What follows belongs to an exercise in optimizing a design on an open flow for small area; a production flow would make more cautious choices.
At most, simulation tests tie the RTL to the original design; equivalence was not proved.
Function not checked in runs 1 and 2: the RTL went through the layout flow alone.
The flow treats the clock pin as an ideal source, which a real chip does not have.
Power figures rest on the tool's default switching activity, not on a simulated workload.

### flow/design.v
package rf_pkg;
    localparam int unsigned NREGS_DEFAULT = 32;
    localparam int unsigned XLEN_DEFAULT  = 32;
    localparam int unsigned AW_DEFAULT    = $clog2(NREGS_DEFAULT);
    localparam int unsigned ZERO_ADDR     = 0;
    typedef logic [AW_DEFAULT-1:0]   reg_addr_t;
    typedef logic [XLEN_DEFAULT-1:0] xlen_t;
endpackage
module rf_busy_next (
    input  logic busy,
    input  logic hn,
    input  logic rlo_n, rhi_n,    
    input  logic flush,
    output logic free,
    output logic d
);
    assign free = busy & ~hn;
    assign d    = ~flush & (free | ~(rlo_n | rhi_n));
endmodule
module rf_busy_read (
    input  logic [31:1] free,
    input  logic [3:0]  lo,
    input  logic [7:0]  hi,
    output logic        b
);
    logic [7:0] p1, p2, t;
    logic [1:0] o;
    rf_nand2 u_p10 (.a(lo[1]), .b(free[1]), .y(p1[0]));
    rf_aoi22 u_p20 (.a1(lo[2]), .a2(free[2]), .b1(lo[3]), .b2(free[3]), .y(p2[0]));
    for (genvar n = 1; n < 8; n++) begin : g_n
        rf_aoi22 u_p1 (.a1(lo[0]), .a2(free[4*n]),   .b1(lo[1]), .b2(free[4*n+1]), .y(p1[n]));
        rf_aoi22 u_p2 (.a1(lo[2]), .a2(free[4*n+2]), .b1(lo[3]), .b2(free[4*n+3]), .y(p2[n]));
    end
    for (genvar n = 0; n < 8; n++) begin : g_t
        rf_aoi21b u_t (.a1(p1[n]), .a2(p2[n]), .b1n(hi[n]), .y(t[n]));
    end
    rf_nor4  u_o0 (.a(t[0]), .b(t[1]), .c(t[2]), .d(t[3]), .y(o[0]));
    rf_nor4  u_o1 (.a(t[4]), .b(t[5]), .c(t[6]), .d(t[7]), .y(o[1]));
    rf_nand2 u_b  (.a(o[0]), .b(o[1]), .y(b));
endmodule
module rf_aoi21b (
    input  logic a1, a2, b1n,
    output logic y
);
    assign y = ~((a1 & a2) | ~b1n);
endmodule
module rf_aoi222 (
    input  logic a1, a2, b1, b2, c1, c2,
    output logic y
);
    assign y = ~((a1 & a2) | (b1 & b2) | (c1 & c2));
endmodule
module rf_nand2 (
    input  logic a, b,
    output logic y
);
    assign y = ~(a & b);
endmodule
module rf_aoi22 (
    input  logic a1, a2, b1, b2,
    output logic y
);
    assign y = ~((a1 & a2) | (b1 & b2));
endmodule
module rf_aoi21 (
    input  logic a1, a2, b1,
    output logic y
);
    assign y = ~((a1 & a2) | b1);
endmodule
module rf_nor4 (
    input  logic a, b, c, d,
    output logic y
);
    assign y = ~(a | b | c | d);
endmodule
module rf_nor2 (
    input  logic a, b,
    output logic y
);
    assign y = ~(a | b);
endmodule
module rf_inv (
    input  logic a,
    output logic y
);
    assign y = ~a;
endmodule
module rf_nand4 (
    input  logic a, b, c, d,
    output logic y
);
    assign y = ~(a & b & c & d);
endmodule
module rf_nand3 (
    input  logic a, b, c,
    output logic y
);
    assign y = ~(a & b & c);
endmodule
module rf_or3 (
    input  logic a, b, c,
    output logic y
);
    assign y = a | b | c;
endmodule
module rf_word_next (
    input  logic [31:0] q,
    input  logic [31:0] d0,
    input  logic [31:0] d1n,
    input  logic        hn,
    input  logic        w0n,
    input  logic        w1,
    output logic [31:0] d
);
    assign d = ~(({32{w1}} & d1n) | ~((q | {32{hn}}) & (d0 | {32{w0n}})));
endmodule
module rf_read_bit (
    input  logic [30:0] v,
    input  logic [30:0] s,
    output logic        y
);
    logic [10:0] p;
    logic [2:0]  o;
    for (genvar g = 0; g < 10; g++) begin : g_p
        rf_aoi222 u_p (
            .a1(v[3*g]),   .a2(s[3*g]),
            .b1(v[3*g+1]), .b2(s[3*g+1]),
            .c1(v[3*g+2]), .c2(s[3*g+2]),
            .y(p[g])
        );
    end
    rf_nand2 u_p10 (.a(v[30]), .b(s[30]), .y(p[10]));
    rf_nand4 u_o0 (.a(p[0]), .b(p[1]), .c(p[2]),  .d(p[3]), .y(o[0]));
    rf_nand4 u_o1 (.a(p[4]), .b(p[5]), .c(p[6]),  .d(p[7]), .y(o[1]));
    rf_nand3 u_o2 (.a(p[8]), .b(p[9]), .c(p[10]),           .y(o[2]));
    rf_or3   u_y  (.a(o[0]), .b(o[1]), .c(o[2]), .y(y));
endmodule
module rf_fa (
    input  logic a, b, c,
    output logic s, co
);
    assign s  = a ^ b ^ c;
    assign co = (a & b) | (a & c) | (b & c);
endmodule
module rf_predec2 (
    input  logic [1:0] a,
    input  logic       en,
    output logic [3:0] y_n
);
    for (genvar m = 0; m < 4; m++) begin : g_m
        assign y_n[m] = ~(en & (a == 2'(m)));
    end
endmodule
module rf_predec3 (
    input  logic [2:0] a,
    output logic [7:0] y_n
);
    for (genvar m = 0; m < 8; m++) begin : g_m
        assign y_n[m] = ~(a == 3'(m));
    end
endmodule
module rf_predec2p (
    input  logic [1:0] a,
    input  logic       en,
    output logic [3:0] y
);
    for (genvar m = 0; m < 4; m++) begin : g_m
        assign y[m] = en & (a == 2'(m));
    end
endmodule
module rf_predec3p (
    input  logic [2:0] a,
    output logic [7:0] y
);
    for (genvar m = 0; m < 8; m++) begin : g_m
        assign y[m] = (a == 3'(m));
    end
endmodule
module rf_nand2b (
    input  logic an, b,
    output logic y
);
    assign y = an | ~b;
endmodule
module rf_wctrl (
    input  logic lo0, hi0,
    input  logic lo1, hi1,
    output logic hn,        
    output logic w0n,       
    output logic w1         
);
    logic wr0_n, wr1_n;
    rf_nand2  u_a  (.a(lo0), .b(hi0), .y(wr0_n));
    rf_nand2  u_b  (.a(lo1), .b(hi1), .y(wr1_n));
    rf_inv    u_w1 (.a(wr1_n), .y(w1));
    rf_nand2  u_hn (.a(wr0_n), .b(wr1_n), .y(hn));
    rf_nand2b u_w0 (.an(wr0_n), .b(wr1_n), .y(w0n));
endmodule
module rf_vis (
    input  logic valid,
    input  logic hn,
    output logic vis
);
    logic vis_n;
    rf_nor2 u_n (.a(valid), .b(hn), .y(vis_n));
    rf_inv  u_v (.a(vis_n), .y(vis));
endmodule
module rf_rsel (
    input  logic lo, hi, vis,
    output logic sel
);
    logic sel_n;
    rf_nand3 u_n (.a(lo), .b(hi), .c(vis), .y(sel_n));
    rf_inv   u_s (.a(sel_n), .y(sel));
endmodule
module regfile_2r2w (
    input  logic        clk,
    input  logic        rst_n,
    input  logic [9:0]  rd_addr,     
    output logic [63:0] rd_data,     
    output logic [1:0]  rd_busy,
    input  logic [1:0]  wr_en,
    input  logic [9:0]  wr_addr,     
    input  logic [63:0] wr_data,     
    input  logic        rsv_en,
    input  logic [4:0]  rsv_addr,
    input  logic        flush,
    output logic [5:0]  busy_count
);
    logic [31:0] wd0, wd1n;
    logic [3:0]  wlo [2];          
    logic [7:0]  whi [2];          
    logic [3:0]  rlo [2];          
    logic [7:0]  rhi [2];
    logic [3:0]  slo_n;            
    logic [7:0]  shi_n;
    logic [31:1] hn, w0n, w1;      
    logic [31:1] valid;            
    logic [31:1] vis;              
    logic [31:1] busy, busy_d;
    logic [31:1] free;             
    logic [31:0] q  [1:31];        
    logic [31:0] dn [1:31];        
    assign wd0  = wr_data[31:0];
    assign wd1n = ~wr_data[63:32];
    for (genvar j = 0; j < 2; j++) begin : g_dec
        rf_predec2p u_wlo (.a(wr_addr[5*j +: 2]), .en(wr_en[j] & rst_n), .y(wlo[j]));
        rf_predec3p u_whi (.a(wr_addr[5*j+2 +: 3]), .y(whi[j]));
        rf_predec2p u_rlo (.a(rd_addr[5*j +: 2]), .en(1'b1), .y(rlo[j]));
        rf_predec3p u_rhi (.a(rd_addr[5*j+2 +: 3]), .y(rhi[j]));
    end
    rf_predec2 u_slo (.a(rsv_addr[1:0]), .en(rsv_en), .y_n(slo_n));
    rf_predec3 u_shi (.a(rsv_addr[4:2]), .y_n(shi_n));
    for (genvar k = 1; k < 32; k++) begin : g_reg
        rf_wctrl u_wctrl (
            .lo0(wlo[0][k%4]), .hi0(whi[0][k/4]),
            .lo1(wlo[1][k%4]), .hi1(whi[1][k/4]),
            .hn(hn[k]), .w0n(w0n[k]), .w1(w1[k])
        );
        rf_word_next u_next (
            .q(q[k]), .d0(wd0), .d1n(wd1n),
            .hn(hn[k]), .w0n(w0n[k]), .w1(w1[k]),
            .d(dn[k])
        );
        rf_vis u_vis (.valid(valid[k]), .hn(hn[k]), .vis(vis[k]));
        rf_busy_next u_busy (
            .busy(busy[k]), .hn(hn[k]),
            .rlo_n(slo_n[k%4]), .rhi_n(shi_n[k/4]),
            .flush(flush), .free(free[k]), .d(busy_d[k])
        );
    end
    always_ff @(posedge clk) begin
        for (int k = 1; k < 32; k++) begin
            q[k] <= dn[k];
        end
    end
    always_ff @(posedge clk or negedge rst_n) begin
        if (!rst_n) begin
            valid <= '0;
            busy  <= '0;
        end else begin
            valid <= vis;
            busy  <= busy_d;
        end
    end
    for (genvar i = 0; i < 2; i++) begin : g_rd
        logic [30:0] sel;
        for (genvar k = 1; k < 32; k++) begin : g_sel
            rf_rsel u_sel (
                .lo(rlo[i][k%4]), .hi(rhi[i][k/4]), .vis(vis[k]),
                .sel(sel[k-1])
            );
        end
        for (genvar bt = 0; bt < 32; bt++) begin : g_bit
            logic [30:0] v;
            for (genvar k = 1; k < 32; k++) begin : g_v
                assign v[k-1] = dn[k][bt];
            end
            rf_read_bit u_rd (.v(v), .s(sel), .y(rd_data[32*i + bt]));
        end
        rf_busy_read u_brd (.free(free), .lo(rlo[i]), .hi(rhi[i]), .b(rd_busy[i]));
    end
    logic [25:0] fs, fc;
    rf_fa u_fa0 (.a(busy[1]), .b(busy[2]), .c(busy[3]), .s(fs[0]), .co(fc[0]));
    rf_fa u_fa1 (.a(busy[4]), .b(busy[5]), .c(busy[6]), .s(fs[1]), .co(fc[1]));
    rf_fa u_fa2 (.a(busy[7]), .b(busy[8]), .c(busy[9]), .s(fs[2]), .co(fc[2]));
    rf_fa u_fa3 (.a(busy[10]), .b(busy[11]), .c(busy[12]), .s(fs[3]), .co(fc[3]));
    rf_fa u_fa4 (.a(busy[13]), .b(busy[14]), .c(busy[15]), .s(fs[4]), .co(fc[4]));
    rf_fa u_fa5 (.a(busy[16]), .b(busy[17]), .c(busy[18]), .s(fs[5]), .co(fc[5]));
    rf_fa u_fa6 (.a(busy[19]), .b(busy[20]), .c(busy[21]), .s(fs[6]), .co(fc[6]));
    rf_fa u_fa7 (.a(busy[22]), .b(busy[23]), .c(busy[24]), .s(fs[7]), .co(fc[7]));
    rf_fa u_fa8 (.a(busy[25]), .b(busy[26]), .c(busy[27]), .s(fs[8]), .co(fc[8]));
    rf_fa u_fa9 (.a(busy[28]), .b(busy[29]), .c(busy[30]), .s(fs[9]), .co(fc[9]));
    rf_fa u_fa10 (.a(busy[31]), .b(fs[0]), .c(fs[1]), .s(fs[10]), .co(fc[10]));
    rf_fa u_fa11 (.a(fs[2]), .b(fs[3]), .c(fs[4]), .s(fs[11]), .co(fc[11]));
    rf_fa u_fa12 (.a(fs[5]), .b(fs[6]), .c(fs[7]), .s(fs[12]), .co(fc[12]));
    rf_fa u_fa13 (.a(fs[8]), .b(fs[9]), .c(fs[10]), .s(fs[13]), .co(fc[13]));
    rf_fa u_fa14 (.a(fs[11]), .b(fs[12]), .c(fs[13]), .s(fs[14]), .co(fc[14]));
    assign busy_count[0] = fs[14];
    rf_fa u_fa15 (.a(fc[0]), .b(fc[1]), .c(fc[2]), .s(fs[15]), .co(fc[15]));
    rf_fa u_fa16 (.a(fc[3]), .b(fc[4]), .c(fc[5]), .s(fs[16]), .co(fc[16]));
    rf_fa u_fa17 (.a(fc[6]), .b(fc[7]), .c(fc[8]), .s(fs[17]), .co(fc[17]));
    rf_fa u_fa18 (.a(fc[9]), .b(fc[10]), .c(fc[11]), .s(fs[18]), .co(fc[18]));
    rf_fa u_fa19 (.a(fc[12]), .b(fc[13]), .c(fc[14]), .s(fs[19]), .co(fc[19]));
    rf_fa u_fa20 (.a(fs[15]), .b(fs[16]), .c(fs[17]), .s(fs[20]), .co(fc[20]));
    rf_fa u_fa21 (.a(fs[18]), .b(fs[19]), .c(fs[20]), .s(fs[21]), .co(fc[21]));
    assign busy_count[1] = fs[21];
    rf_fa u_fa22 (.a(fc[15]), .b(fc[16]), .c(fc[17]), .s(fs[22]), .co(fc[22]));
    rf_fa u_fa23 (.a(fc[18]), .b(fc[19]), .c(fc[20]), .s(fs[23]), .co(fc[23]));
    rf_fa u_fa24 (.a(fc[21]), .b(fs[22]), .c(fs[23]), .s(fs[24]), .co(fc[24]));
    assign busy_count[2] = fs[24];
    rf_fa u_fa25 (.a(fc[22]), .b(fc[23]), .c(fc[24]), .s(fs[25]), .co(fc[25]));
    assign busy_count[3] = fs[25];
    assign busy_count[4] = fc[25];
    assign busy_count[5] = 1'b0;   
endmodule
### flow/flow/run.sh
#!/bin/bash
# Own layout flow: the standard ORFS flow (standard synthesis unchanged),
# with layout-only settings changed:
#  - gates start the layout at drive strength 1 (flow/downsize.tcl, run at the
#    end of floorplan); the standard repairs then size or buffer as needed;
#  - port buffers are buf_1;
#  - the clock tree uses clkbuf_8 buffers over small sink clusters,
#    without dummy loads; flow/post_cts.tcl then sizes up any leaf buffer whose
#    flip-flop clock pins would see too slow a slew.
set -euo pipefail
here=$(pwd)
bash standard.sh \
    "POST_FLOORPLAN_TCL=$here/flow/downsize.tcl" \
    "POST_CTS_TCL=$here/flow/post_cts.tcl" \
    "BUFFER_PORTS_ARGS=-buffer_cell sky130_fd_sc_hd__buf_1" \
    "CTS_ARGS=-sink_clustering_enable -repair_clock_nets -dont_use_dummy_load -buf_list {sky130_fd_sc_hd__clkbuf_8} -sink_clustering_size 12 -sink_clustering_max_diameter 60" \
    finish > standard_flow.log 2>&1
### flow/flow/downsize.tcl
# Hook run at the end of floorplan: set every combinational gate to the
# drive strength 1 variant of its function (synthesis sizes gates without
# knowing the layout). Placement's repair_design and the timing repairs then
# size up or buffer whatever the layout needs.
set n_down 0
foreach inst [get_cells *] {
    set ref [get_property $inst ref_name]
    if {![regexp {^(sky130_fd_sc_hd__[a-z0-9]+)_([0-9]+)$} $ref -> base drive]} { continue }
    if {$drive <= 1} { continue }
    if {[regexp {__(df|edf|sdf|dl|tap|fill|decap|conb|clk)} $base]} { continue }
    set target [get_lib_cells -quiet */${base}_1]
    if {[llength $target] == 0} { continue }
    replace_cell $inst [lindex $target 0]
    incr n_down
}
puts "downsize.tcl: set $n_down gates to drive strength 1"
### flow/flow/post_cts.tcl
set clk_slew_target_ps 100.0
set clk_sizes {sky130_fd_sc_hd__clkbuf_1 sky130_fd_sc_hd__clkbuf_2 sky130_fd_sc_hd__clkbuf_4 sky130_fd_sc_hd__clkbuf_8 sky130_fd_sc_hd__clkbuf_16}
proc clk_pin_worst_slew_ps {pin} {
    set worst 0.0
    foreach edge {rise fall} {
        foreach analysis {min max} {
            set s [get_property $pin slew_${analysis}_$edge]
            if {[string is double -strict $s]} {
                set worst [expr {max($worst, [sta::time_ui_sta $s] * 1e12)}]
            }
        }
    }
    return $worst
}
for {set pass 0} {$pass < 4} {incr pass} {
    estimate_parasitics -placement
    set slow [dict create]
    set worst_all 0.0
    foreach pin [all_registers -clock_pins -edge_triggered] {
        set w [clk_pin_worst_slew_ps $pin]
        set worst_all [expr {max($worst_all, $w)}]
        if {$w <= $clk_slew_target_ps} { continue }
        set net [get_nets -of_objects $pin]
        foreach dp [get_pins -quiet -of_objects $net -filter "direction==output"] {
            dict set slow [get_full_name [get_cells -of_objects $dp]] 1
        }
    }
    puts "post_cts.tcl: pass $pass, worst clock-pin slew [format %.1f $worst_all] ps, [dict size $slow] drivers to size up"
    if {[dict size $slow] == 0} { break }
    foreach name [dict keys $slow] {
        set inst [get_cells $name]
        set ref [get_property $inst ref_name]
        set i [lsearch $clk_sizes $ref]
        if {$i < 0 || $i == [llength $clk_sizes] - 1} { continue }
        replace_cell $inst [lindex [get_lib_cells */[lindex $clk_sizes [expr {$i + 1}]]] 0]
    }
}
### flow/standard.sh
#!/bin/bash
# synth_recipe.tcl (not shown) runs the flow's synth.tcl, then flattens the netlist and writes it again
# the make line also repeats each setting of config.mk as NAME=value (left out here)
make -C /OpenROAD-flow-scripts/flow DESIGN_CONFIG=/design/flow/config.mk WORK_HOME=/design/flow/orfs CLKGATE_MAP_FILE= SYNTH_SCRIPT=/design/flow/synth_recipe.tcl "${@:-finish}"
### flow/config.mk
export PLATFORM = sky130hd
export DESIGN_NAME = regfile_2r2w
export DESIGN_NICKNAME = regfile_2r2w
export VERILOG_FILES = /design/flow/design.v
export SDC_FILE = /design/flow/constraint.sdc
export NUM_CORES = 8
export LEC_CHECK = 0
export CAP_MARGIN = 20
export CORE_MARGIN = 2
export CORE_UTILIZATION = 40
export PLACE_DENSITY = 0.5
export SETUP_SLACK_MARGIN = 0.2
export SLEW_MARGIN = 20
export SYNTH_HIERARCHICAL = 1
export SYNTH_MINIMUM_KEEP_SIZE = 0
### flow/constraint.sdc
create_clock -name core_clock -period 8.0 [get_ports {clk}]
set_input_delay 1.6000 -clock core_clock [delete_from_list [all_inputs] [get_ports {clk}]]
set_output_delay 1.6000 -clock core_clock [all_outputs]
set_load 0.01 [all_outputs]
==> summary.txt, run 1 <==
Pwr
  • Worst VDD drop: ~0.00014 V
  • PD cells: ~270 nW/um2
  • Int Pwr: about 9.1 mW
  • P_sw: around 4.5 mW
  • Share of total power in the clock network: between 20% and 30%
  • Sequential power share: between 50% and 60%
  • Combinational fraction of design power: between 20% and 30%
  • Pleak: between 15 and 20 nW
  • Net Sw Frac: about a third
  • Design Power: 13.57 mW

Detailed routing
  • Vias: 53,490
  • Residual DRC: 0
  • Post-route ant nets: 0
  • WL/cell: 41.68 um
  • DRT Pass-1 Iters: 17
  • Routed Wire Length: ~280,000 um
  • Iter 0 DRT Violations: around 11,000
  • Vias/cell: 7.966

Placed design
  • Placed cells: 6,595
  • Port-buffer cells: about 170
  • DP HPWL: 171,700 um
  • Gp weighted congestion: about 0.99
  • Setup WS pre-CTS: 858.3 ps
  • Placed cell areas: 49,320 um2

Worst setup path
  • CP Class: in -> out
  • R2r startpoint: q[5][31]$_DFF_P_
  • Crit-path max FO: 32
  • R2r setup slk: 6980 ps
  • Reg-to-reg endpoint: q[5][31]$_DFF_P_
  • CP Data Required Time: 6400 ps
  • Critical path capture point type: output port
  • Reg2Reg Depth: 2
  • CP arrival: 5910 ps
  • Critical path launch point type: primary input

Logic synthesis
  • Post-synth EDFFs: 0
  • Post-synth top area share: a little over two fifths
  • Area contributors post-synth: dfxtp_1 42%, a222oi_1 14%, o22ai_1 13%, a21oi_1 10%, dfrtp_1 3.3%
  • Mean Syn Cell Area: 9.644 um2
  • Cell count after synthesis: between 4,000 and 5,000
  • Yosys warns: 14
  • #FFs+latches synth: between 1,000 and 1,500
  • Main synth FF type: dfxtp_1
  • Part of the Yosys area used for sequential elements: between 40 and 50%
  • Ys async rst share: under 10%
  • Yosys top cell by area: dfxtp_1
  • Synth Cell Area: 47,190 um2
  • Top cells by count, synth: 992 x dfxtp_1, 992 x o22ai_1, 961 x a21oi_1, 640 x a222oi_1, 161 x nand2_1
  • Yosys cell types: 32

Timing
  • Setup-failing EPs final: 0
  • Min Hold Slack: ~470 ps
  • Setup TNS: 0 ps
  • Fmax: 133.1 MHz
  • Final hold vios: 0
  • Skew final: 0 ps
  • Unrepaired setup endpoints after global routing: false
  • Final Max Slew Viols: 0
  • Worst-Margin Slew: between 1000 and 1500 ps
  • Period utilization: a little over nine tenths
  • Fin crit period: 7512 ps
  • Rel. slew slack: 11.35%
  • Setup WS post-layout: between 400 and 500 ps

Hold path
  • Min-delay worst type: reg -> reg
  • HP Start: valid[21]$_DFF_PN0_
  • WHS Endpoint: valid[21]$_DFF_PN0_
  • Worst Hold Path Cells: 2

Die
  • Initial Util: 40.13%
  • Chip width: approximately 350 um
  • Row cnt: between 100 and 150
  • DIE AREA: around 120,000 um2
  • DIE HEIGHT: approximately 350 um
  • Core ar.: about 120,000 um2
  • Ports: between 150 and 200

Job
  • # Max-Cap Violations: 0

Final layout
  • Layout cells sized above 1: about a tenth
  • Final Non-Filler Cells: approximately 6,700
  • Final Cell Area: approximately 51,000 um2
  • Final core occ: between 40% and 50%
  • Layout area overhead: 7.997%
  • Layout fillers: about 12,000
  • Nets: about 5,300

GRT
  • Met1 Use GR: between 50% and 60%
  • First-pass GRT wire length: between 300,000 and 400,000 um
  • Gr busiest metal: met2
  • M3 GR Usage: between 10 and 15%
  • Initial antenna violation count: 12
  • GRT Residual Overflow: 0
  • Overall routing resource usage: about 44%
  • Number of global-route vias before repair: roughly 50,000
  • Largest net degree at the start of global routing: 63
  • GR Layer Usage met2: approximately 64%

Clocking
  • CTS clock-pin slew for the worst setup and hold paths: approximately 70 ps
  • CTS sink count: between 1,000 and 1,500
  • Worst skew pair latency: 800 ps
  • CTS tree: done

Outcome
  • Outcome: complete, no violations
critical path: stages:
cell and delay [ps]:
buf_2 120, and2_1 170, and3b_1 300, nand2_1 200, nand2_2 380, nor2_1 210
inv_1 90, nand3_1 100, clkinv_2 890, a222oi_1 700, nand4_1 400, or3_1 540
buf_1 170
metal layers:
layer	up-vias	wire length, um
li1	21080	-
met1	26140	102000
met2	4985	114200
met3	1284	40130
met4	6	23520
met5	-	25
modules after synthesis (local to each module, per instance), a selection:
module	area, um2	cells inside	times used	flops+latches
rf_nand2b	6.256	1	31	0
rf_word_next	435.4	73	31	0
rf_nand3	5.005	1	126	0
rf_aoi22	12.51	1	30	0
rf_nor2	3.754	1	31	0
rf_predec3	60.06	8	1	0
rf_inv	3.754	1	124	0
rf_nand4	6.256	1	128	0
rf_aoi222	10.01	1	640	0
rf_aoi21b	11.26	1	16	0
rf_predec3p	65.06	8	4	0
rf_predec2	28.78	4	1	0
cell families after synthesis:
group	after synthesis	share of synthesized area, %
adder cells (fa/ha/maj)	26	1.103
AO/OA/AOI/OAI	2701	39.33
flip-flops	1054	45.37
other	2	0.01591
AND/OR/NAND/NOR	669	8.161
buffers and inverters	441	6.021
worst max-delay path by stage:
stage	startpoint	to	slack (ps)	cells after the start
floorplan	busy[1]$_DFF_PN0_	busy_count[3]	2290	9
global placement	rst_n	rd_data[17]	930	11
detailed placement	rst_n	rd_data[11]	860	11
global route	rst_n	rd_data[1]	580	13
finish	rst_n	rd_data[1]	490	13
cells in the final DEF, fill, tap and decap left out, types with 20 or more instances in the layout:
| master | count |
|---|---|
| a21oi_1 | 992 |
| a222oi_1 | 640 |
| a22oi_1 | 30 |
| and3b_1 | 20 |
| buf_1 | 162 |
| buf_4 | 264 |
| clkbuf_8 | 113 |
| clkinv_1 | 47 |
| dfrtp_1 | 62 |
| dfxtp_1 | 992 |
| fa_1 | 26 |
| inv_1 | 58 |
| inv_2 | 45 |
| nand2_1 | 130 |
| nand2_2 | 31 |
| nand2b_2 | 28 |
| nand3_1 | 128 |
| nand4_1 | 128 |
| nor2_1 | 62 |
| nor2b_1 | 31 |
| o21ba_1 | 31 |
| o22ai_1 | 992 |
| or3_1 | 65 |
sequential cells by signal, summed over array words and instances (netlist names):
signal and cells:
q 992, busy 31, valid 31
power by group through the flow:
stage | Combinational [mW] | Clock, mW | Sequential [mW]
finish | 3.21 | 3.25 | 7.11
global route | 3.51 | 3.41 | 7.22
detailed placement | 3.07 | 0 | 7.21
global placement | 2.99 | 0 | 7.17
floorplan | 2.26 | 0 | 7.12
area by class of cell:
class,count,area [um2],share of cell area [%]
antenna,4,10.01,0.01964
tap,1536,1922,3.771
clock buffer,113,1555,3.052
sequential,1054,21410,42.01
inverter,156,593.1,1.164
timing repair buffer,447,2958,5.804
multi-input combinational,3405,22520,44.18
==> inputs of run 2 (changes only) <==
==> flow/flow/run.sh (replaced) <==
#!/bin/bash
# Own layout flow: the standard ORFS flow (standard synthesis unchanged),
# with layout-only settings changed:
#  - gates start the layout at drive strength 1 (flow/downsize.tcl, run at the
#    end of floorplan, which also removes synthesis buffers);
#  - after placement, flow/size_drivers.tcl sizes up the drivers of nets with
#    slow slews before repair_design, which then has little left to buffer;
#  - port buffers are buf_1;
#  - the clock tree uses clkbuf_4 buffers over small sink clusters,
#    without dummy loads; flow/post_cts.tcl then sizes up any leaf buffer whose
#    flip-flop clock pins would see too slow a slew.
set -euo pipefail
here=$(pwd)
bash standard.sh \
    "POST_FLOORPLAN_TCL=$here/flow/downsize.tcl" \
    "PRE_RESIZE_TCL=$here/flow/size_drivers.tcl" \
    "POST_CTS_TCL=$here/flow/post_cts.tcl" \
    "BUFFER_PORTS_ARGS=-buffer_cell sky130_fd_sc_hd__buf_1" \
    "CTS_ARGS=-sink_clustering_enable -repair_clock_nets -dont_use_dummy_load -buf_list {sky130_fd_sc_hd__clkbuf_4} -sink_clustering_size 14 -sink_clustering_max_diameter 80" \
    finish > standard_flow.log 2>&1
--- a/flow/flow/downsize.tcl
+++ b/flow/flow/downsize.tcl
@@ -3,4 +3,6 @@
 # knowing the layout). Placement's repair_design and the timing repairs then
 # size up or buffer whatever the layout needs.
+# Synthesis buffers go first: placement repairs buffer what the layout needs.
+remove_buffers
 set n_down 0
 foreach inst [get_cells *] {
==> flow/flow/size_drivers.tcl (new file) <==
estimate_parasitics -placement
set sd_target_ns 1.0
proc sd_slew_ns {pin} {
    set w 0.0
    foreach e {rise fall} {
        set s [get_property $pin slew_max_$e]
        if {[string is double -strict $s]} { set w [expr {max($w, [sta::time_ui_sta $s] * 1e9)}] }
    }
    return $w
}
proc sd_family {ref} {
    if {![regexp {^(sky130_fd_sc_hd__[a-z0-9]+)_([0-9]+)$} $ref -> base drive]} { return {} }
    set out {}
    foreach d {1 2 3 4 6 8 12 16} {
        if {$d <= $drive} { continue }
        set lc [get_lib_cells -quiet */${base}_$d]
        if {[llength $lc] && ![get_property [lindex $lc 0] dont_use]} { lappend out [lindex $lc 0] }
    }
    return $out
}
set sd_count 0
set sd_area0 [rsz::design_area]
for {set pass 0} {$pass < 2} {incr pass} {
    foreach inst [get_cells *] {
        set ref [get_property $inst ref_name]
        if {[regexp {__(df|edf|sdf|dl|tap|fill|decap|conb|clk)} $ref]} { continue }
        foreach pin [get_pins -of_objects $inst -filter "direction==output"] {
            if {[sd_slew_ns $pin] <= $sd_target_ns} { continue }
            foreach lc [sd_family [get_property $inst ref_name]] {
                replace_cell $inst $lc
                incr sd_count
                if {[sd_slew_ns $pin] <= $sd_target_ns} { break }
            }
        }
    }
}
puts "size_drivers.tcl: $sd_count resizes, area +[format %.1f [expr {([rsz::design_area] - $sd_area0) * 1e12}]] um2"
--- a/flow/config.mk
+++ b/flow/config.mk
@@ -9,4 +9,5 @@
 export CORE_MARGIN = 2
 export CORE_UTILIZATION = 40
+export GPL_TIMING_DRIVEN = 0
 export PLACE_DENSITY = 0.5
 export SETUP_SLACK_MARGIN = 0.2
==> summary.txt, run 2 <==
Detailed routing
  • Routed Wire Length: 256,900 um
  • Post-route ant nets: 0
  • DRT Pass-1 Iters: 14
  • Vias/cell: between 7 and 8
  • Top layer in use: met4
  • Detail Route met2 WL: roughly 100,000 um
  • Residual DRC: 0
  • Met3 wire length: about 38,000 um
  • WL/cell: roughly 40 um
  • Vias: 50,740
  • Wl on met1: around 100,000 um
  • Iter 0 DRT Violations: 11,140

Final layout
  • Layout fillers: 11,750
  • Layout cells sized above 1: 6.391%
  • Multi-input gate area: 22,850 um2
  • Most frequent cells in the layout: 992 x o22ai_1, 992 x a21oi_1, 992 x dfxtp_1, 640 x a222oi_1, 131 x buf_1
  • Largest register FFs: between 900 and 1,000
  • Largest Register: q
  • Seq. cell area: 21,410 um2
  • Layout area overhead: 3.961%
  • Top flop regs: q (992), busy (31), valid (31)
  • Final core occ: approximately two fifths
  • Nets: around 5,000

Timing
  • Fin crit period: a little under 8000 ps
  • Fmax: 129.0 MHz
  • Final hold vios: 0
  • Final Max Slew Viols: 0
  • Period utilization: 96.90%
  • Worst-Margin Slew: around 1200 ps
  • Rel. slew slack: 22.22%
  • Setup WS post-layout: between 200 and 250 ps
  • Setup-failing EPs final: 0
  • Unrepaired setup endpoints after global routing: true
  • Skew final: 0 ps

Pwr
  • Design Power: approximately 13 mW
  • Worst VDD drop: 0.0001458 V
  • Pleak: approximately 18 nW
  • PD cells: 272.3 nW/um2

Logic synthesis
  • Area contributors post-synth: dfxtp_1 42%, a222oi_1 14%, o22ai_1 13%, a21oi_1 10%, dfrtp_1 3.3%
  • Yosys cell types: 32
  • Mean Syn Cell Area: 9.644 um2
  • Cell count after synthesis: 4,893
  • Synth Cell Area: about 47,000 um2
  • Main synth FF type: dfxtp_1
  • Post-synth EDFFs: 0
  • #FFs+latches synth: around 1,100
  • Part of the Yosys area used for sequential elements: a little under half
  • Ys async rst share: 5.882%
  • Top cells by count, synth: 992 x dfxtp_1, 992 x o22ai_1, 961 x a21oi_1, 640 x a222oi_1, 161 x nand2_1
  • Yosys top cell by area: dfxtp_1
  • Yosys warns: 14
  • Post-synth top area share: 42.08%

GRT
  • Overall routing resource usage: between 40% and 50%
  • GRT Residual Overflow: 0
  • Largest net degree at the start of global routing: between 60 and 70
  • First-pass GRT wire length: 353,100 um
  • Number of global-route vias before repair: roughly 47,000
  • Initial antenna violation count: 8

Worst setup path
  • CP Class: in -> out
  • Critical Path, Cell by Cell: buf_6 -> and2_1 -> nor3b_4 -> nand2_1 -> nand2_4 -> nor2_1 -> inv_1 -> nand3_1 -> clkinv_2 -> a222oi_1 -> nand4_1 -> or3_1 -> buf_1
  • CP arrival: approximately 6200 ps
  • Crit-path max FO: 64
  • Top delay family on crit path: simple AND/OR/NAND/NOR gates
  • CP Data Required Time: around 6400 ps
  • CP peak stage delay: 670 ps
  • Worst path slowest cell: clkinv_2
  • Crit path buf inv count: 4
  • Critical path capture point type: output port
  • Critical path launch point type: primary input
  • R2r setup slk: between 7000 and 8000 ps

Job
  • # Max-Cap Violations: 0

Die
  • Core ar.: around 120,000 um2
  • DIE AREA: approximately 120,000 um2
  • Row cnt: 126
  • Chip width: approximately 350 um
  • DIE HEIGHT: ~350 um
  • Initial Util: between 40% and 50%
  • Ports: 167

Placed design
  • Gp weighted congestion: a little under 0.9
  • Port-buffer cells: about 170
  • DP HPWL: ~130,000 um
  • Setup WS pre-CTS: about 100 ps

Clocking
  • Worst skew pair latency: 1050 ps
  • CTS tree: done
  • CTS clock-pin slew for the worst setup and hold paths: about 70 ps
  • CTS sink count: ~1,100

Outcome
  • Outcome: complete, no violations

Hold path
  • Min-delay worst type: reg -> reg
[run 2: cell counts after synthesis]
No cell type changed its count.
[run 2: kinds of logic after synthesis]
kind of cell	count (synthesis)	share of synthesized area, %
AO/OA/AOI/OAI	2701	39.33
adder cells (fa/ha/maj)	26	1.103
buffers and inverters	441	6.021
flip-flops	1054	45.37
other	2	0.01591
AND/OR/NAND/NOR	669	8.161
[run 2: final timing paths]
path	startpoint	end	cells past startpoint
worst min register to register	valid[22]$_DFF_PN0_	valid[22]$_DFF_PN0_	2
worst max-delay path	rst_n	rd_data[23]	13
worst min-delay path	valid[22]$_DFF_PN0_	valid[22]$_DFF_PN0_	2
max in group asynchronous	rst_n	busy[27]$_DFF_PN0_	1
worst max register to register	busy[2]$_DFF_PN0_	busy[2]$_DFF_PN0_	2
min in group asynchronous	rst_n	busy[4]$_DFF_PN0_	1
[run 2: where the power goes]
part           internal, mW  leakage (nW)  switching (mW)
registers              6.73          9.15           0.372
logic                  1.07          8.54            2.03
clock network          1.20         0.739            1.96
[run 2: final cells by class]
cell class / instances / share of cell area (%)
diodes: 11 / 0.05611
multi-input cells: 3405 / 46.57
clock buffers: 86 / 2.938
flip-flops and latches: 1054 / 43.64
well taps: 1536 / 3.917
repair buffers: 165 / 1.362
inverters: 156 / 1.517
[run 2: worst reg2reg max path: cells and delay by family (launching register included)]
kind            cells  cell delay, ps
simple gates        1             170
flops               1             410
compound gates      1             220
[run 2: stage by stage]
stage          setup TNS [ps]  hold WS, ps  std cells  cell area, um2
5_1_grt                     0        496.2       6411           49050
3_5_place_dp                0        455.8       6316           47510
2_1_floorplan               0        436.2       4900           47220
3_3_place_gp          -465100        447.8       6316           46870
6_report                    0        477.9       6413           49060
[run 2: Yosys stat by module, one instance, submodules excluded, excerpt]
module / area (um2) / cells / flops+latches / times used
rf_word_next: 435.4 / 73 / 0 / 31
regfile_2r2w: 21600 / 1096 / 1054 / 1
rf_predec2: 28.78 / 4 / 0 / 1
rf_nor2: 3.754 / 1 / 0 / 31
rf_aoi21b: 11.26 / 1 / 0 / 16
rf_busy_next: 27.53 / 3 / 0 / 31
[run 2: per-layer routing]
layer  vias up  GRT usage, %
met5         -       0.08003
met4         0         22.77
met3       709         13.26
met2      4514         55.07
met1     25040         54.84
li1      20470             -
==> inputs of run 3 (changes only) <==
--- a/flow/design.v
+++ b/flow/design.v
@@ -10,11 +10,11 @@
     input  logic busy,
     input  logic hn,
-    input  logic rlo_n, rhi_n,    
-    input  logic flush,
+    input  logic slo, shi,        
+    input  logic flush_n,
     output logic free,
     output logic d
 );
     assign free = busy & ~hn;
-    assign d    = ~flush & (free | ~(rlo_n | rhi_n));
+    assign d    = (free & flush_n) | (slo & shi);
 endmodule
 module rf_busy_read (
@@ -203,7 +203,5 @@
     output logic vis
 );
-    logic vis_n;
-    rf_nor2 u_n (.a(valid), .b(hn), .y(vis_n));
-    rf_inv  u_v (.a(vis_n), .y(vis));
+    assign vis = valid | hn;
 endmodule
 module rf_rsel (
@@ -234,6 +232,7 @@
     logic [3:0]  rlo [2];          
     logic [7:0]  rhi [2];
-    logic [3:0]  slo_n;            
-    logic [7:0]  shi_n;
+    logic [3:0]  slo;              
+    logic [7:0]  shi;
+    logic        flush_n;
     logic [31:1] hn, w0n, w1;      
     logic [31:1] valid;            
@@ -251,6 +250,7 @@
         rf_predec3p u_rhi (.a(rd_addr[5*j+2 +: 3]), .y(rhi[j]));
     end
-    rf_predec2 u_slo (.a(rsv_addr[1:0]), .en(rsv_en), .y_n(slo_n));
-    rf_predec3 u_shi (.a(rsv_addr[4:2]), .y_n(shi_n));
+    assign flush_n = ~flush;
+    rf_predec2p u_slo (.a(rsv_addr[1:0]), .en(rsv_en & flush_n), .y(slo));
+    rf_predec3p u_shi (.a(rsv_addr[4:2]), .y(shi));
     for (genvar k = 1; k < 32; k++) begin : g_reg
         rf_wctrl u_wctrl (
@@ -267,6 +267,6 @@
         rf_busy_next u_busy (
             .busy(busy[k]), .hn(hn[k]),
-            .rlo_n(slo_n[k%4]), .rhi_n(shi_n[k/4]),
-            .flush(flush), .free(free[k]), .d(busy_d[k])
+            .slo(slo[k%4]), .shi(shi[k/4]),
+            .flush_n(flush_n), .free(free[k]), .d(busy_d[k])
         );
     end
--- a/flow/config.mk
+++ b/flow/config.mk
@@ -8,7 +8,7 @@
 export CAP_MARGIN = 20
 export CORE_MARGIN = 2
-export CORE_UTILIZATION = 40
+export CORE_UTILIZATION = 50
 export GPL_TIMING_DRIVEN = 0
-export PLACE_DENSITY = 0.5
+export PLACE_DENSITY = 0.6
 export SETUP_SLACK_MARGIN = 0.2
 export SLEW_MARGIN = 20
==> summary.txt, run 3 <==
Outcome
  • Outcome: complete, no violations

GRT
  • Largest net degree at the start of global routing: 65
  • Number of global-route vias before repair: between 40,000 and 50,000
  • Initial antenna violation count: 22
  • First-pass GRT wire length: 338,900 um
  • Overall routing resource usage: between 40% and 50%
  • GRT Residual Overflow: 0

Detailed routing
  • Residual DRC: 0
  • DRT Pass-1 Iters: 14
  • Vias/cell: around 8.4
  • Vias: slightly above 50,000
  • Routed Wire Length: 244,600 um
  • Post-route ant nets: 0
  • WL/cell: between 40 and 50 um
  • Iter 0 DRT Violations: roughly 12,000

Placed design
  • Placed cell areas: 46,960 um2
  • Port-buffer cells: roughly 170
  • Setup WS pre-CTS: 263.6 ps
  • Gp weighted congestion: about 0.94
  • DP HPWL: 124,800 um

Die
  • DIE AREA: approximately 97,000 um2
  • Core ar.: approximately 93,000 um2
  • DIE HEIGHT: about 310 um
  • Chip width: 310.7 um
  • Row cnt: between 100 and 150
  • Initial Util: 50.38%
  • Ports: about 170

Clocking
  • Worst skew pair latency: 1040 ps
  • CTS sink count: roughly 1,100
  • CTS clock-pin slew for the worst setup and hold paths: approximately 70 ps
  • CTS tree: done

Timing
  • Setup WS post-layout: ~210 ps
  • Setup-failing EPs final: 0
  • Worst-Margin Slew: around 1300 ps
  • Min Hold Slack: approximately 480 ps
  • Rel. slew slack: 15.96%
  • Unrepaired setup endpoints after global routing: false
  • Fmax: 128.4 MHz
  • Skew final: 0 ps
  • Final hold vios: 0
  • Fin crit period: 7787 ps
  • Setup TNS: 0 ps
  • Period utilization: between 90% and 100%
  • Final Max Slew Viols: 0

Worst setup path
  • Critical path capture point type: output port
  • Critical Path, Cell by Cell: buf_6 -> and2_1 -> nor3b_2 -> nand2_1 -> nand2_4 -> or2_1 -> nand3_1 -> clkinv_2 -> a222oi_1 -> nand4_1 -> or3_1 -> buf_1
  • CP arrival: just over 6000 ps
  • Crit path buf inv count: 3
  • CP Class: in -> out
  • Crit-path max FO: 64
  • Worst path slowest cell: nand4_1
  • CP Data Required Time: between 6000 and 7000 ps
  • CP peak stage delay: 690 ps
  • Top delay family on crit path: simple AND/OR/NAND/NOR gates
  • Critical path launch point type: primary input

Logic synthesis
  • Part of the Yosys area used for sequential elements: a little under half
  • Ys async rst share: around 5.9%
  • Top cells by count, synth: 992 x dfxtp_1, 992 x o22ai_1, 961 x a21oi_1, 640 x a222oi_1, 161 x nand2_1
  • XOR/XNOR share of the synthesized area: 0%
  • Synth Area in Compound Gates: about 40%
  • #FFs+latches synth: ~1,100
  • Main synth FF type: dfxtp_1
  • Yosys top cell by area: dfxtp_1
  • Post-synth EDFFs: 0
  • Post-Synth Adder-Cell Area: under 10%
  • Synth Cell Area: roughly 47,000 um2
  • Yosys cell types: 31
  • Mux cell area share after synthesis: 0%
  • Mean Syn Cell Area: approximately 10 um2
  • Main combinational cell family by area after synthesis: compound AO/OA/AOI/OAI gates
  • Cell count after synthesis: roughly 4,800
  • Yosys warns: 14
  • Post-synth top area share: 42.24%
  • Area contributors post-synth: dfxtp_1 42%, a222oi_1 14%, o22ai_1 13%, a21oi_1 10%, dfrtp_1 3.3%
  • Post-synthesis simple-gate area fraction: just over 8%

Final layout
  • Nets: between 4,000 and 5,000
  • Final Cell Area: 48,180 um2
  • Final core occ: 51.62%
  • Layout area overhead: 2.462%
  • Most frequent cells in the layout: 992 x o22ai_1, 992 x a21oi_1, 992 x dfxtp_1, 640 x a222oi_1, 132 x buf_1
  • Top flop regs: q (992), busy (31), valid (31)
  • Largest Register: q
  • Layout fillers: 8,831
  • Layout cells sized above 1: under 10%
  • Largest register FFs: between 900 and 1,000

Pwr
  • Share of total power in the clock network: around 22%
  • Pleak: between 15 and 20 nW
  • PD cells: between 200 and 300 nW/um2
  • Combinational fraction of design power: approximately a quarter
  • Worst VDD drop: about 0.00015 V
  • Sequential power share: 54.7%
  • Int Pwr: 8.731 mW
  • Net Sw Frac: about a third
  • P_sw: between 4 and 5 mW

Hold path
  • Min-delay worst type: reg -> reg

Job
  • # Max-Cap Violations: 0
run 3: cell types whose count changed after synthesis, sizes merged, moves of 2 or more:
| cell | change |
|---|---|
| or2 | +31 |
| inv | -30 |
| nand3b | -5 |
| and3b | +5 |
| or3b | -4 |
| a22o | +31 |
| o21ba | -31 |
| and3 | +2 |
| nand3 | -2 |
| nor2 | -62 |
| nor3b | +4 |
run 3: cell type report:
type	instances	area [um2]	share of cell area [%]
tap	1254	1569	3.257
sequential	1054	21410	44.44
inverter	126	580.6	1.205
clock buffer	85	1159	2.405
antenna	9	22.52	0.04675
timing repair buffer	165	666.9	1.384
multi-input combinational	3375	22770	47.26
run 3: final timing paths:
kind,start,end,slack [ps],cells past startpoint
worst max-delay path,rst_n,rd_data[24],210,12
worst min-delay path,valid[4]$_DFF_PN0_,valid[4]$_DFF_PN0_,480,1
worst max register to register,busy[31]$_DFF_PN0_,busy[31]$_DFF_PN0_,7060,2
worst min register to register,valid[4]$_DFF_PN0_,valid[4]$_DFF_PN0_,480,1
max in group asynchronous,rst_n,valid[13]$_DFF_PN0_,7050,1
min in group asynchronous,rst_n,valid[3]$_DFF_PN0_,510,1
run 3: per-module statistics from Yosys, one instance, submodules excluded, excerpt:
| module | cells inside | area (um2) | times used | flops+latches |
|---|---|---|---|---|
| rf_aoi22 | 1 | 12.51 | 30 | 0 |
| rf_busy_next | 2 | 22.52 | 31 | 0 |
| rf_fa | 1 | 20.02 | 26 | 0 |
| rf_inv | 1 | 3.754 | 93 | 0 |
| rf_nand2 | 1 | 3.754 | 161 | 0 |
| rf_nand2b | 1 | 6.256 | 31 | 0 |
| rf_nand3 | 1 | 5.005 | 126 | 0 |
| rf_nor4 | 1 | 12.51 | 4 | 0 |
| rf_or3 | 1 | 6.256 | 64 | 0 |
| rf_predec2p | 4 | 37.54 | 5 | 0 |
| rf_predec3p | 8 | 65.06 | 5 | 0 |
| rf_vis | 1 | 6.256 | 31 | 0 |
| rf_word_next | 73 | 435.4 | 31 | 0 |
run 3: cell families after synthesis:
kind of cell	count (synthesis)
adder cells (fa/ha/maj)	26
other	2
AO/OA/AOI/OAI	2701
buffers and inverters	411
flip-flops	1054
AND/OR/NAND/NOR	639
run 3: metrics by stage:
stage,std cells,total power [mW]
after floorplan,4840,9.366
final,6068,12.98
after global placement,5974,10.00
after global routing,6066,13.55
after detailed placement,5974,10.15
run 3: worst register-to-register path: stages, from the launching register on:
cell and delay [ps]:
dfrtp_1 410, nor2b_1 170, a22o_1 250
run 3: power groups by stage:
stage | logic [mW] | registers (mW) | clock network, mW
2_1_floorplan | 2.25 | 7.11 | 0
3_3_place_gp | 2.83 | 7.17 | 0
3_5_place_dp | 2.94 | 7.21 | 0
5_1_grt | 3.38 | 7.22 | 2.95
6_report | 3.09 | 7.10 | 2.78
run 3: metal layers:
metal / wire length [um] / part of all wire (%) / vias to the layer above / GRT usage [%]
met3: 42310 / 17 / 1137 / 22.96
li1: - / - / 20360 / -
met1: 86110 / 35 / 24530 / 59.76
met4: 19210 / 7.9 / 20 / 32.26
met2: 96770 / 40 / 5209 / 64.47
met5: 195 / 0.080 / - / 0.7411
==> inputs of run 4 (changes only) <==
--- a/flow/config.mk
+++ b/flow/config.mk
@@ -8,7 +8,7 @@
 export CAP_MARGIN = 20
 export CORE_MARGIN = 2
-export CORE_UTILIZATION = 50
+export CORE_UTILIZATION = 40
 export GPL_TIMING_DRIVEN = 0
-export PLACE_DENSITY = 0.6
+export PLACE_DENSITY = 0.5
 export SETUP_SLACK_MARGIN = 0.2
 export SLEW_MARGIN = 20
==> summary.txt, run 4 <==
Detailed routing
  • Vias: 51,030
  • Iter 0 DRT Violations: ~11,000
  • Residual DRC: 0
  • DRT Pass-1 Iters: 13
  • Routed Wire Length: 262,200 um
  • Post-route ant nets: 0
  • Vias/cell: roughly 8.0
  • WL/cell: between 40 and 50 um

Worst setup path
  • R2r setup slk: between 7000 and 8000 ps
  • Critical path capture point type: output port
  • Critical path launch point type: primary input
  • CP arrival: 6310 ps
  • CP Class: in -> out
  • CP Data Required Time: 6400 ps
  • Crit-path max FO: 64

GRT
  • First-pass GRT wire length: roughly 360,000 um
  • Initial antenna violation count: 18
  • Overall routing resource usage: between 40% and 50%
  • GRT Residual Overflow: 0
  • Largest net degree at the start of global routing: 65
  • Number of global-route vias before repair: approximately 47,000

Timing
  • Setup-failing EPs final: 0
  • Worst-Margin Slew: between 1000 and 1500 ps
  • Final hold vios: 0
  • Min Hold Slack: 489.5 ps
  • Skew final: 0 ps
  • Fmax: 126.4 MHz
  • Period utilization: 98.86%
  • Unrepaired setup endpoints after global routing: true
  • Rel. slew slack: a little under a quarter
  • Final Max Slew Viols: 0
  • Fin crit period: ~7900 ps

Pwr
  • Int Pwr: approximately 9.0 mW
  • P_sw: between 4 and 5 mW
  • PD cells: ~270 nW/um2
  • Pleak: ~18 nW
  • Worst VDD drop: ~0.00015 V
  • Net Sw Frac: between 30 and 40%
  • Design Power: between 10 and 15 mW
  • Combinational fraction of design power: between 20% and 30%
  • Sequential power share: 53.2%
  • Share of total power in the clock network: 23.6%

Final layout
  • Final Non-Filler Cells: 6,346
  • Top flop regs: q (992), busy (31), valid (31)
  • Most frequent cells in the layout: 992 x o22ai_1, 992 x a21oi_1, 992 x dfxtp_1, 640 x a222oi_1, 132 x buf_1
  • Largest register FFs: between 900 and 1,000
  • Nets: a little under 5,000
  • Layout area overhead: 4.002%
  • Layout cells sized above 1: under 10%
  • Largest Register: q
  • Final core occ: between 40% and 50%

Die
  • Chip width: ~350 um
  • Initial Util: between 40% and 50%
  • DIE AREA: between 100,000 and 150,000 um2
  • DIE HEIGHT: ~350 um
  • Row cnt: 125
  • Core ar.: between 100,000 and 150,000 um2
  • Ports: 167

Logic synthesis
  • Synth Area in Compound Gates: 39.39%
  • Top cells by count, synth: 992 x dfxtp_1, 992 x o22ai_1, 961 x a21oi_1, 640 x a222oi_1, 161 x nand2_1
  • Main combinational cell family by area after synthesis: compound AO/OA/AOI/OAI gates
  • Synth Cell Area: between 40,000 and 50,000 um2
  • Part of the Yosys area used for sequential elements: a little under half
  • Area contributors post-synth: dfxtp_1 42%, a222oi_1 14%, o22ai_1 13%, a21oi_1 10%, dfrtp_1 3.3%
  • Cell count after synthesis: between 4,000 and 5,000
  • Post-synth EDFFs: 0
  • Post-Synth Adder-Cell Area: 1.107%
  • Yosys top cell by area: dfxtp_1
  • Post-synth top area share: a little over two fifths
  • Yosys warns: 14
  • Ys async rst share: 5.882%
  • Mux cell area share after synthesis: 0%
  • XOR/XNOR share of the synthesized area: 0%
  • Mean Syn Cell Area: 9.729 um2
  • #FFs+latches synth: roughly 1,100
  • Main synth FF type: dfxtp_1
  • Post-synthesis simple-gate area fraction: about 8%
  • Yosys cell types: 31

Outcome
  • Outcome: complete, no violations

Placed design
  • Gp weighted congestion: about 0.89
  • Placed cells: ~6,200
  • DP HPWL: around 130,000 um
  • Port-buffer cells: between 150 and 200

Clocking
  • CTS tree: done
  • Worst skew pair latency: 1030 ps
  • CTS sink count: 1,054
  • CTS clock-pin slew for the worst setup and hold paths: approximately 80 ps

Job
  • # Max-Cap Violations: 0

Hold path
  • Min-delay worst type: reg -> reg
## run 4: layer usage
metal / wire length (um) / vias to the layer above / GRT usage (%) / part of all wire [%]
met3: 39430 / 902 / 13.66 / 15
li1: - / 20400 / - / -
met2: 103200 / 4644 / 56.22 / 39
met1: 101000 / 25080 / 55.88 / 39
met4: 18500 / 6 / 25.21 / 7.1
met5: 57 / - / 0.4002 / 0.022
## run 4: area by class of cell
class | instances | area, um2
Sequential cell | 1054 | 21410
Fill cell | 11560 | 67460
Inverter | 126 | 644.4
Multi-Input combinational cell | 3375 | 22790
Tap cell | 1524 | 1907
Timing Repair Buffer | 165 | 666.9
Antenna cell | 17 | 42.54
Clock buffer | 85 | 1440
## run 4: power by group through the flow
stage                     logic, mW  clock network, mW  registers [mW]
after detailed placement       2.97                  0            7.20
after global routing           3.42               3.30            7.21
final                          3.10               3.15            7.10
after floorplan                2.25                  0            7.11
after global placement         2.88                  0            7.17
## run 4: cells by family after synthesis
logic type	Yosys count
other cells	2
simple gates	639
buf+inv	411
fa+ha+maj	26
flops	1054
compound gates	2701
## run 4: final timing paths
kind | to | cells after the start | from
max in group asynchronous | busy[19]$_DFF_PN0_ | 1 | rst_n
hold / removal | valid[19]$_DFF_PN0_ | 1 | valid[19]$_DFF_PN0_
hold reg to reg | valid[19]$_DFF_PN0_ | 1 | valid[19]$_DFF_PN0_
min in group asynchronous | valid[24]$_DFF_PN0_ | 1 | rst_n
setup / recovery | rd_data[48] | 12 | rst_n
setup reg to reg | busy[8]$_DFF_PN0_ | 2 | busy[8]$_DFF_PN0_
## run 4: through the flow
stage	setup slack [ps]	area, um2	TNS [ps]
2_1_floorplan	2290	47050	0
3_3_place_gp	-4246	46680	-306690
3_5_place_dp	-17.98	47350	-33.62
5_1_grt	155.9	48890	0
6_report	91.26	48900	0
## run 4: critical path, cell delays in order
cell and delay (ps):
buf_6 250, and2_1 310, and3b_1 330, nand2_1 280
nand2_4 480, or2_1 440, nand3_1 110, inv_2 430
a222oi_1 550, nand4_1 690, or3_1 610, buf_1 140
## run 4: modules after synthesis (local to each module, per instance), a selection
module	cells	area (um2)
regfile_2r2w	1098	21610
rf_busy_next	2	22.52
rf_fa	1	20.02
rf_aoi222	1	10.01
rf_or3	1	6.256
rf_nand4	1	6.256
rf_nand2b	1	6.256
rf_vis	1	6.256
rf_nand3	1	5.005
rf_inv	1	3.754
rf_nand2	1	3.754
==> inputs of run 5 (changes only) <==
--- a/flow/design.v
+++ b/flow/design.v
@@ -63,10 +63,4 @@
     assign y = ~((a1 & a2) | (b1 & b2));
 endmodule
-module rf_aoi21 (
-    input  logic a1, a2, b1,
-    output logic y
-);
-    assign y = ~((a1 & a2) | b1);
-endmodule
 module rf_nor4 (
     input  logic a, b, c, d,
@@ -144,21 +138,4 @@
     assign co = (a & b) | (a & c) | (b & c);
 endmodule
-module rf_predec2 (
-    input  logic [1:0] a,
-    input  logic       en,
-    output logic [3:0] y_n
-);
-    for (genvar m = 0; m < 4; m++) begin : g_m
-        assign y_n[m] = ~(en & (a == 2'(m)));
-    end
-endmodule
-module rf_predec3 (
-    input  logic [2:0] a,
-    output logic [7:0] y_n
-);
-    for (genvar m = 0; m < 8; m++) begin : g_m
-        assign y_n[m] = ~(a == 3'(m));
-    end
-endmodule
 module rf_predec2p (
     input  logic [1:0] a,
@@ -178,10 +155,4 @@
     end
 endmodule
-module rf_nand2b (
-    input  logic an, b,
-    output logic y
-);
-    assign y = an | ~b;
-endmodule
 module rf_wctrl (
     input  logic lo0, hi0,
@@ -191,10 +162,11 @@
     output logic w1         
 );
-    logic wr0_n, wr1_n;
-    rf_nand2  u_a  (.a(lo0), .b(hi0), .y(wr0_n));
-    rf_nand2  u_b  (.a(lo1), .b(hi1), .y(wr1_n));
-    rf_inv    u_w1 (.a(wr1_n), .y(w1));
-    rf_nand2  u_hn (.a(wr0_n), .b(wr1_n), .y(hn));
-    rf_nand2b u_w0 (.an(wr0_n), .b(wr1_n), .y(w0n));
+    logic wr0_n, wr1_n, w0;
+    rf_nand2 u_a  (.a(lo0), .b(hi0), .y(wr0_n));
+    rf_nand2 u_b  (.a(lo1), .b(hi1), .y(wr1_n));
+    rf_inv   u_w1 (.a(wr1_n), .y(w1));
+    rf_nand2 u_hn (.a(wr0_n), .b(wr1_n), .y(hn));
+    rf_nor2  u_w0 (.a(wr0_n), .b(w1), .y(w0));
+    rf_inv   u_wn (.a(w0), .y(w0n));
 endmodule
 module rf_vis (
@@ -245,7 +217,7 @@
     assign wd1n = ~wr_data[63:32];
     for (genvar j = 0; j < 2; j++) begin : g_dec
-        rf_predec2p u_wlo (.a(wr_addr[5*j +: 2]), .en(wr_en[j] & rst_n), .y(wlo[j]));
+        rf_predec2p u_wlo (.a(wr_addr[5*j +: 2]), .en(wr_en[j]), .y(wlo[j]));
         rf_predec3p u_whi (.a(wr_addr[5*j+2 +: 3]), .y(whi[j]));
-        rf_predec2p u_rlo (.a(rd_addr[5*j +: 2]), .en(1'b1), .y(rlo[j]));
+        rf_predec2p u_rlo (.a(rd_addr[5*j +: 2]), .en(rst_n), .y(rlo[j]));
         rf_predec3p u_rhi (.a(rd_addr[5*j+2 +: 3]), .y(rhi[j]));
     end
--- a/flow/flow/post_cts.tcl
+++ b/flow/flow/post_cts.tcl
@@ -1,3 +1,3 @@
-set clk_slew_target_ps 100.0
+set clk_slew_target_ps 105.0
 set clk_sizes {sky130_fd_sc_hd__clkbuf_1 sky130_fd_sc_hd__clkbuf_2 sky130_fd_sc_hd__clkbuf_4 sky130_fd_sc_hd__clkbuf_8 sky130_fd_sc_hd__clkbuf_16}
 proc clk_pin_worst_slew_ps {pin} {
--- a/flow/flow/size_drivers.tcl
+++ b/flow/flow/size_drivers.tcl
@@ -1,4 +1,4 @@
 estimate_parasitics -placement
-set sd_target_ns 1.0
+set sd_target_ns 1.1
 proc sd_slew_ns {pin} {
     set w 0.0
--- a/flow/config.mk
+++ b/flow/config.mk
@@ -8,9 +8,9 @@
 export CAP_MARGIN = 20
 export CORE_MARGIN = 2
-export CORE_UTILIZATION = 40
+export CORE_UTILIZATION = 55
 export GPL_TIMING_DRIVEN = 0
-export PLACE_DENSITY = 0.5
+export PLACE_DENSITY = 0.65
 export SETUP_SLACK_MARGIN = 0.2
-export SLEW_MARGIN = 20
+export SLEW_MARGIN = 10
 export SYNTH_HIERARCHICAL = 1
 export SYNTH_MINIMUM_KEEP_SIZE = 0
==> summary.txt, run 5 <==
Outcome
  • Outcome: complete, no violations

Die
  • Row cnt: 107
  • DIE HEIGHT: just under 300 um
  • Ports: about 170
  • DIE AREA: ~88,000 um2
  • Initial Util: a little under three fifths
  • Core ar.: 85,010 um2
  • Chip width: ~300 um

Worst setup path
  • CP Data Required Time: around 6400 ps
  • CP arrival: around 6100 ps
  • Reg-to-reg endpoint: busy[23]$_DFF_PN0_
  • CP startpoint: wr_addr[6]
  • End of the critical path: rd_data[33]
  • R2r startpoint: busy[23]$_DFF_PN0_
  • Critical path launch point type: primary input
  • Reg2Reg Depth: 2
  • Crit-path max FO: 34
  • R2r setup slk: between 7000 and 8000 ps
  • Critical path capture point type: output port
  • CP Class: in -> out

Placed design
  • Gp weighted congestion: around 1.1
  • Setup WS pre-CTS: approximately 600 ps
  • Port-buffer cells: between 150 and 200
  • DP HPWL: about 120,000 um

GRT
  • First-pass GRT wire length: roughly 340,000 um
  • Overall routing resource usage: a little over half
  • Met1 Use GR: 64.32%
  • GRT Residual Overflow: 0
  • M3 GR Usage: roughly 27%
  • GR Layer Usage met2: about 69%
  • Largest net degree at the start of global routing: between 70 and 80
  • Initial antenna violation count: 26
  • Gr busiest metal: met2
  • Number of global-route vias before repair: between 40,000 and 50,000

Logic synthesis
  • Yosys cell types: 30
  • Post-synth top area share: a little over two fifths
  • Synth Cell Area: roughly 47,000 um2
  • Cell count after synthesis: ~4,900
  • Ys async rst share: 5.882%
  • Main synth FF type: dfxtp_1
  • Post-synth EDFFs: 0
  • Yosys warns: 14
  • Part of the Yosys area used for sequential elements: 45.51%
  • Yosys top cell by area: dfxtp_1
  • Mean Syn Cell Area: 9.678 um2
  • #FFs+latches synth: between 1,000 and 1,500
  • Area contributors post-synth: dfxtp_1 42%, a222oi_1 14%, o22ai_1 13%, a21oi_1 10%, dfrtp_1 3.3%
  • Top cells by count, synth: 992 x dfxtp_1, 992 x o22ai_1, 961 x a21oi_1, 640 x a222oi_1, 161 x nand2_1

Final layout
  • Multi-input gate area: approximately 22,000 um2
  • Top flop regs: q (992), busy (31), valid (31)
  • Largest register FFs: 992
  • Final core occ: between 50% and 60%
  • Layout fillers: ~7,900
  • Layout area overhead: 1.588%
  • Nets: approximately 5,000
  • Largest Register: q
  • Most frequent cells in the layout: 992 x o22ai_1, 992 x a21oi_1, 992 x dfxtp_1, 640 x a222oi_1, 146 x inv_2
  • Layout cells sized above 1: under 10%
  • Seq. cell area: about 21,000 um2

Detailed routing
  • Residual DRC: 0
  • WL/cell: ~40 um
  • Iter 0 DRT Violations: roughly 13,000
  • DRT Pass-1 Iters: 15
  • Post-route ant nets: 0
  • Vias: 51,570
  • Routed Wire Length: 239,400 um
  • Vias/cell: around 8.6

Job
  • # Max-Cap Violations: 0

Timing
  • Setup-failing EPs final: 0
  • Final hold vios: 0
  • Fin crit period: approximately 7700 ps
  • Unrepaired setup endpoints after global routing: false
  • Setup WS post-layout: about 330 ps
  • Skew final: 0 ps
  • Worst-Margin Slew: roughly 1300 ps
  • Final Max Slew Viols: 0
  • Min Hold Slack: 487.4 ps
  • Rel. slew slack: 12.98%
  • Fmax: about 130 MHz
  • Period utilization: a little over nine tenths

Pwr
  • Design Power: roughly 13 mW
  • Pleak: approximately 18 nW
  • PD cells: 275.0 nW/um2
  • Worst VDD drop: around 0.00017 V

Clocking
  • CTS sink count: 1,054
  • CTS tree: done
  • Worst skew pair latency: a little over 1000 ps
  • CTS clock-pin slew for the worst setup and hold paths: around 90 ps

Hold path
  • Min-delay worst type: reg -> reg
-- run 5: cell count changes after synthesis --
cell      change
nor2_1       +31
nand2b_1     -31
inv_1        +31
conb_1        -1
and2_1        -2
-- run 5: cell families (layout without fill, tap and decap cells) --
logic type,Yosys count,after routing,synth area share (%)
AND/OR/NAND/NOR,637,637,7.955
other,1,20,0.007971
flip-flops,1054,1054,45.51
AO/OA/AOI/OAI,2701,2701,39.37
buffers and inverters,442,414,6.048
adder cells (fa/ha/maj),26,26,1.106
-- run 5: worst max-delay path, cell delays in order --
cell,delay [ps]
buf_1,160
and3_1,330
nand2_1,170
nand2_2,660
or2_1,520
nand3_1,110
inv_2,380
a222oi_1,410
nand4_1,840
or3_1,670
buf_1,140
-- run 5: area by class of cell --
| type | count | area share, % |
|---|---|---|
| Sequential cell | 1054 | 44.80 |
| Antenna cell | 19 | 0.09949 |
| Timing Repair Buffer | 172 | 1.697 |
| Clock buffer | 85 | 2.330 |
| Inverter | 157 | 1.254 |
| Multi-Input combinational cell | 3365 | 46.82 |
| Tap cell | 1144 | 2.995 |
-- run 5: metrics by stage --
| stage | cells | TNS (ps) | cell area [um2] |
|---|---|---|---|
| after floorplan | 4861 | 0 | 47040 |
| after global placement | 5885 | -144750 | 46200 |
| after detailed placement | 5885 | 0 | 46450 |
| after global routing | 5989 | 0 | 47770 |
| final | 5996 | 0 | 47790 |
-- run 5: per-module statistics from Yosys, one instance, submodules excluded, a selection --
module	flip-flops and latches	area, um2
rf_word_next	0	435.4
rf_or3	0	6.256
rf_nand3	0	5.005
rf_nor2	0	3.754
rf_aoi222	0	10.01
rf_aoi22	0	12.51
rf_vis	0	6.256
rf_nand2	0	3.754
rf_nand4	0	6.256
rf_nor4	0	12.51
rf_inv	0	3.754
rf_aoi21b	0	11.26
rf_busy_next	0	22.52
rf_predec2p	0	37.54
regfile_2r2w	1054	21590
rf_predec3p	0	65.06
-- run 5: worst min-delay path by stage --
stage / endpoint / slack, ps / startpoint / cells past startpoint
3_5_place_dp: valid[24]$_DFF_PN0_ / 470 / valid[24]$_DFF_PN0_ / 1
6_report: valid[16]$_DFF_PN0_ / 490 / valid[16]$_DFF_PN0_ / 1
3_3_place_gp: valid[22]$_DFF_PN0_ / 460 / valid[22]$_DFF_PN0_ / 1
5_1_grt: valid[16]$_DFF_PN0_ / 500 / valid[16]$_DFF_PN0_ / 1
2_1_floorplan: valid[10]$_DFF_PN0_ / 450 / valid[10]$_DFF_PN0_ / 1
-- run 5: layer usage --
metal	vias to the layer above	routed length, um	share of wire (%)
met4	26	21140	8.8
met3	1309	43540	18
met2	5336	91740	38
met1	24500	82650	35
li1	20400	-	-
met5	-	335	0.14
-- run 5: where the power goes --
group	internal (mW)	switching [mW]
sequential	6.76	0.389
clock	0.890	1.82
combinational	1.12	2.16
total	8.77	4.37

-- re-timing with driven ports --
Ports are ideal in the flow. The routed layouts listed here were re-timed in OpenROAD.
Step 1, drivers: a clkbuf_16 drives clk and a buf_2 each remaining input, both assumed.
Step 2, shift: input delay + t, output delay - t, t = (earliest + latest rising clock arrival at the registers) / 2. This alone moves slack from input paths to output paths.
Slacks: ideal ports / drivers / drivers and shift; pairs: ideal ports / drivers.
run	shift t [ns]	setup slack, ns	worst setup path after step 2	slew at the worst register clock pin (ns)	cell pins on the clock port's net
run 1	0.888	0.488 / 0.445 / 0.445	input to output	0.09 / 0.09	1
run 2	1.172	0.248 / 0.218 / 0.218	input to output	0.11 / 0.11	1
run 3	1.093	0.213 / 0.182 / 0.182	input to output	0.11 / 0.11	1
run 4	1.163	0.091 / 0.061 / 0.061	input to output	0.11 / 0.11	1
run 5	1.033	0.330 / 0.307 / 0.307	input to output	0.10 / 0.10	1
After both steps every run listed still meets setup and hold. For run 1, which loses most, drivers alone change the setup slack by -0.043 ns; drivers and shift together by -0.043 ns.
